Background: an optimization exercise with open tools, aiming at small area. Do not read the settings as production practice. The RTL was checked by simulation tests, not by an equivalence proof against the original design. Power figures rest on the tool's default switching activity, not on a simulated workload.

**design/flow/run.sh**
```bash
#!/bin/bash
# synth_recipe.tcl (not shown) runs the flow's synth.tcl, then flattens the netlist and writes it again
# the make line also repeats each setting of config.mk as NAME=value (left out here)
make -C /OpenROAD-flow-scripts/flow DESIGN_CONFIG=/design/flow/config.mk WORK_HOME=/design/flow/orfs CLKGATE_MAP_FILE= SYNTH_SCRIPT=/design/flow/synth_recipe.tcl finish
```
**design/flow/config.mk**
```make
export PLATFORM = sky130hd
export DESIGN_NAME = branch_predictor
export DESIGN_NICKNAME = branch_predictor
export VERILOG_FILES = /design/flow/design.v
export SDC_FILE = /design/flow/constraint.sdc
export NUM_CORES = 4
export LEC_CHECK = 0
export CAP_MARGIN = 20
export CORE_MARGIN = 2
export CORE_UTILIZATION = 40
export SETUP_SLACK_MARGIN = 0.3
export SLEW_MARGIN = 20
export SYNTH_HIERARCHICAL = 1
```
**design/flow/constraint.sdc**
```tcl
create_clock -name core_clock -period 7.0 [get_ports {clk}]
set_input_delay 1.4000 -clock core_clock [delete_from_list [all_inputs] [get_ports {clk}]]
set_output_delay 1.4000 -clock core_clock [all_outputs]
set_load 0.01 [all_outputs]
```
**design/flow/design.v**
```verilog
module bp_oa22 (
  input  logic a1, a2, b1, b2,
  output logic y
);
  assign y = (a1 | a2) & (b1 | b2);
endmodule
module bp_aoi222 (
  input  logic a1, a2, b1, b2, c1, c2,
  output logic y
);
  assign y = ~((a1 & a2) | (b1 & b2) | (c1 & c2));
endmodule
module bp_rd16 (
  input  logic [15:0] sel,
  input  logic [15:0] d,
  output logic        y
);
  logic [5:0] t;
  for (genvar g = 0; g < 5; g++) begin : g_aoi
    bp_aoi222 u_aoi (
      .a1(sel[3*g]),   .a2(d[3*g]),
      .b1(sel[3*g+1]), .b2(d[3*g+1]),
      .c1(sel[3*g+2]), .c2(d[3*g+2]),
      .y(t[g])
    );
  end
  assign t[5] = ~(sel[15] & d[15]);
  assign y = ~&t;
endmodule
module branch_predictor (
  input  logic        clk,
  input  logic        reset,
  input  logic [31:0] pc,
  output logic        pred_taken,
  output logic [31:0] pred_pc,
  input  logic        upd_en,
  input  logic [31:0] upd_pc,
  input  logic        upd_taken,
  input  logic [31:0] upd_target,
  input  logic        upd_mispredict,
  output logic [31:0] hit_cnt,
  output logic [31:0] mispred_cnt
);
  localparam int DEPTH = 16;
  localparam int EW = 60;
  logic [DEPTH-1:0] r_valid;
  logic [EW-1:0]    r_ent [DEPTH];
  logic [EW-1:0]    w_ent_d [DEPTH];
  logic [31:0] r_hit_cnt;
  logic [31:0] r_mispred_cnt;
  logic [DEPTH-1:0] w_rsel, w_usel;
  logic             w_rvalid, w_uvalid;
  logic [EW-1:0]    w_rent, w_uent;
  logic             w_hit, w_uhit;
  logic [1:0]       w_ucnt, w_ucnt_next;
  logic [EW-1:0]    w_wdata;
  assign hit_cnt     = r_hit_cnt;
  assign mispred_cnt = r_mispred_cnt;
  always_comb begin
    w_rsel = '0;
    w_usel = '0;
    w_rsel[pc[5:2]]     = 1'b1;
    w_usel[upd_pc[5:2]] = 1'b1;
  end
  logic [DEPTH-1:0] w_col [EW];
  for (genvar b = 0; b < EW; b++) begin : g_col
    for (genvar i = 0; i < DEPTH; i++) begin : g_row
      assign w_col[b][i] = r_ent[i][b];
    end
    if (b != 58) begin : g_rd
      bp_rd16 u_rd (.sel(w_rsel), .d(w_col[b]), .y(w_rent[b]));
    end else begin : g_nord
      assign w_rent[b] = 1'b0;
    end
    if (b < 26 || b >= 58) begin : g_ud
      bp_rd16 u_ud (.sel(w_usel), .d(w_col[b]), .y(w_uent[b]));
    end else begin : g_noud
      assign w_uent[b] = 1'b0;
    end
  end
  bp_rd16 u_rd_v (.sel(w_rsel), .d(r_valid), .y(w_rvalid));
  bp_rd16 u_ud_v (.sel(w_usel), .d(r_valid), .y(w_uvalid));
  assign w_ucnt     = w_uent[59:58];
  assign w_hit      = w_rvalid & (w_rent[25:0] == pc[31:6]);
  assign w_uhit     = w_uvalid & (w_uent[25:0] == upd_pc[31:6]);
  assign pred_taken = w_hit & w_rent[59];
  assign pred_pc    = pred_taken ? w_rent[57:26] : {pc[31:2] + 30'd1, pc[1:0]};
  always_comb begin
    if (!w_uhit)        w_ucnt_next = 2'd2;
    else if (upd_taken) w_ucnt_next = (w_ucnt == 2'd3) ? 2'd3 : w_ucnt + 2'd1;
    else                w_ucnt_next = (w_ucnt == 2'd0) ? 2'd0 : w_ucnt - 2'd1;
  end
  assign w_wdata = {w_ucnt_next, upd_target, upd_pc[31:6]};
  wire w_upd   = upd_en & ~reset;
  wire w_alloc = w_upd & upd_taken;
  wire w_cwr   = w_upd & (upd_taken | w_uhit);
  for (genvar i = 0; i < DEPTH; i++) begin : g_wr
    wire we  = w_alloc & w_usel[i];
    wire cwe = w_cwr & w_usel[i];
    for (genvar b = 0; b < EW; b++) begin : g_bit
      if (b < 58) begin : g_tt
        bp_oa22 u_hold (.a1(~we), .a2(w_wdata[b]), .b1(we), .b2(r_ent[i][b]),
                        .y(w_ent_d[i][b]));
      end else begin : g_cn
        bp_oa22 u_hold (.a1(~cwe), .a2(w_wdata[b]), .b1(cwe), .b2(r_ent[i][b]),
                        .y(w_ent_d[i][b]));
      end
    end
  end
  always_ff @(posedge clk) begin
    for (int i = 0; i < DEPTH; i++) begin
      r_ent[i] <= w_ent_d[i];
      if (reset) r_valid[i] <= 1'b0;
      else if (w_alloc & w_usel[i]) r_valid[i] <= 1'b1;
    end
  end
  always_ff @(posedge clk) begin
    if (reset) begin
      r_hit_cnt     <= '0;
      r_mispred_cnt <= '0;
    end else if (upd_en) begin
      if (w_uhit)         r_hit_cnt     <= r_hit_cnt + 32'd1;
      if (upd_mispredict) r_mispred_cnt <= r_mispred_cnt + 32'd1;
    end
  end
endmodule
```
==> flow_metrics.py <==
metrics = {
    "outcome": {
        "outcome": "finished with violations",
        "check.faults": "setup timing",
    },
    "logic_synthesis": {
        "syn_area_um2": 39300,
        "synth-seq-area-share": 0.530,
        "synth-edff-count": 0,
        "synth_top_cell_by_area": "dfxtp_1",
        "yosysMostFrequentCell": "dfxtp_1",
        "synthTopCellsByCount": "1,040 x dfxtp_1, 960 x o22a_1, 445 x a222oi_1, 188 x nand2_1, 124 x nand4_1",
        "syn_area_per_cell_um2": 11.4,
        "synth_warnings": 12,
        "synth_top_area_frac": 0.530,
        "synth_top_flop_cell": "dfxtp_1",
        "syn_inst": 3444,
        "synth_nets": 3556,
        "synthArstFlopShare": 0,
        "synth_area_leaders": "dfxtp_1 53%, o22a_1 21%, a222oi_1 11%",
        "synth_seq_cells": 1040,
        "ys_types": 47,
    },
    "die": {
        "core_area_um2": 97000,
        "io_pins": 198,
        "die-area_um2": 101000,
        "die_x_um": 317,
        "start_util": 0.405,
        "core.rowCount": 114,
        "die_h_um": 317,
    },
    "timing": {
        "maxSlewViolCount": 0,
        "finClkSkew_ns": 0.0290,
        "finalCritPeriodShare": 1.00,
        "worst_pin_slew_ns": 1.11,
        "finalHoldViolCount": 0,
        "rsz0062_at_grt": "true",
        "fin_ws_ns": -0.0307,
        "fmaxAchievable_mhz": 142,
        "finalSetupViolCount": 3,
        "maxSlewHeadroom": 0.258,
        "post-route-min-period_ns": 7.03,
    },
    "critical_path": {
        "startpoint": "pc[2]",
        "cp-start-kind": "input port",
        "critPathKind": "input port to primary output",
        "r2r_setup_slack_ns": 3.52,
        "slowest_delay_ns": 0.41,
        "critPathTopFamily": "simple AND/OR/NAND/NOR gates",
        "worstSetupEndpointType": "primary output",
        "path_max_fanout": 8,
        "timing.rr.start": "r_ent[0][16]",
        "crit_buf_inv": 8,
        "arrival_ns": 5.63,
        "slowest_stage": "nor4_1",
        "crit_path_cell_trace": "buf_6, inv_4, ha_4, nor3_4, a21oi_2, buf_4, buf_6, o22ai_4, and2_4, buf_4, buf_4, a222oi_1, and3_1, nand4_1, xor2_1, nor4_1, nand2_1, nor4_4, buf_6, mux2_4, buf_6",
        "worstPathRequired_ns": 5.60,
        "cpMostUsedCell": "buf_6",
    },
    "placed_design": {
        "placed_cells": 5181,
        "numPortBuffers": 195,
        "dpl_worst_slack_ns": -0.710,
        "gp_congestion": 0.874,
        "hpwl_um": 102000,
        "place_area_um2": 45800,
    },
    "drt": {
        "first_pass_iters": 12,
        "drc_errors": 0,
        "wirelength_um": 167000,
        "via_per_inst": 6.96,
        "wl_per_cell_um": 30.7,
        "drtIter0Drc": 6676,
        "vias": 37900,
        "antenna_left": 0,
    },
    "layout": {
        "num-fill-cells": 8658,
        "final_nets": 4184,
        "syn_to_final_growth_pct": 28.7,
        "fin_cells": 5443,
        "postLayoutCellArea_um2": 50600,
        "final_layout_size_suffix_gt1_frac": 0.171,
    },
    "power": {
        "powerDensity_nw_per_um2": 327,
        "ir_drop_mv": 0.223,
        "total_power_w": 0.0165,
        "power_leakage_nw": 18.4,
    },
    "clock_tree": {
        "htreeDepth": 3,
        "cts_hold_buf": 0,
        "insertion_delay_ns": 0.73,
        "clk_path_buf_depth": 3,
        "tritoncts": "yes",
        "clkSinkCount": 1040,
        "cts_buffers": 108,
        "path_clk_slew_ns": 0.06,
        "cts_root_buf": "clkbuf_16",
    },
    "grt": {
        "grt_max_degree": 81,
        "track_usage": 0.315,
        "grt_pass1_vias": 35600,
        "overflow": 0,
        "antenna_found_initial": 8,
        "grt_pass1_wl_um": 242000,
    },
    "job": {
        "cap_violations": 0,
    },
    "min_path": {
        "min_from": "r_valid[7]",
        "hp-class": "flip-flop to flip-flop",
    },
}
==> power by group <==
part / total, W / internal, W / switching, W / leakage [nW]
Combinational: 0.00237 / 0.00133 / 0.00103 / 7.90
Sequential: 0.00810 / 0.00726 / 0.000840 / 8.68
Clock: 0.00606 / 0.00353 / 0.00253 / 1.86
Total: 0.0165 / 0.0121 / 0.00440 / 18.4
==> per-module statistics from Yosys (local to each module, per instance) <==
module            cell area [um^2]  times used
bp_oa22                       8.76         960
bp_aoi222                     10.0         445
bp_rd16                       16.3          89
branch_predictor             25000           1
==> cell usage in the layout, fill, tap and decap left out, types with 23 or more instances in the layout <==
master,n
dfxtp_1,1040
o22a_1,960
a222oi_1,445
buf_4,287
nand2_1,161
clkdlybuf4s50_1,157
nand4_1,124
clkbuf_16,108
and3_1,100
nor2_1,87
xor2_1,71
a21oi_1,47
buf_12,46
nand3_1,43
clkinv_2,37
xnor2_1,35
clkbuf_8,33
o21ai_0,28
inv_1,28
o21ai_2,27
buf_2,27
or3_1,25
buf_6,23
==> through the flow <==
stage,setup TNS (ns),utilization,hold WS (ns)
global placement,-17.32,0.472,0.448
global route,-0.497,0.521,0.485
CTS,0,0.518,0.463
floorplan,0,-,0.437
detailed placement,-17.51,0.472,0.456
finish,-0.0903,0.521,0.466
==> layer usage <==
| metal | global-route usage | share of wire |
|---|---|---|
| met2 | 0.477 | 0.43 |
| met1 | 0.420 | 0.40 |
| met4 | 0.149 | 0.051 |
| met3 | 0.0795 | 0.12 |
| met5 | 0 | 0.00046 |
==> state kept, by name, summed over array words and instances (netlist names) <==
name,cells
r_ent,960
r_hit_cnt,32
r_mispred_cnt,32
r_valid,16
==> worst paths after layout <==
path,end,cells after the start
worst max register to register,r_ent[5][58],11
worst min-delay path,r_valid[7],2
worst min register to register,r_valid[7],2
worst max-delay path,pred_pc[1],21
==> worst min-delay path: cells and delay by family, from the launching register on <==
| family | cells | cell delay (ns) |
|---|---|---|
| buffers and inverters | 1 | 0.05 |
| AO/OA/AOI/OAI | 1 | 0.05 |
| flip-flops | 1 | 0.32 |
==> repair_timing <==
action / CTS / global route
pin swaps: 40 / 48
setup buffers: 40 / 9
gates resized for setup: 200 / 57
setup endpoints to repair: 33 / 33
cloned: 7 / 0
==> logic make-up after synthesis <==
family,share of synthesized area
flip-flops,0.530
XOR/XNOR,0.0247
multiplexers,0.00111
AND/OR/NAND/NOR,0.0894
buffers and inverters,0.00777
adder cells (fa/ha/maj),0.00376
AO/OA/AOI/OAI,0.344
==> layout make-up <==
class	instances	area [um^2]	area share
antenna	2	5.00	0.0000990
clock buffer	161	3230	0.0639
multi-input combinational	2324	18900	0.374
sequential	1040	20800	0.412
timing repair buffer	551	5280	0.104
tap	1276	1600	0.0316
inverter	47	201	0.00398
clock inverter	42	517	0.0102

[afterwards: timing with drivers on the ports]
Ports are ideal in the flow. The routed layout listed here was re-timed in OpenROAD. Step 1 assumes that a clkbuf_16 drives the clock port and a buf_2 every other input. Step 2 adds t to the input delays and takes it off the output delays; t is the mean of the earliest and latest rising clock arrival at the registers after step 1. Input paths then give back, and output paths get back, about the clock's delay inside the block. Three values: ideal ports, drivers, drivers and shift; two values: the first two.
shift t [ns]: 0.784
setup slack, ns: -0.031 / -0.125 / -0.125
latest minus earliest clock arrival (ns): 0.034 / 0.034
worst slew at a driven data input, ns: 0.14
The setup slack of this run moves by -0.094 ns with the drivers and by -0.094 ns with both steps.
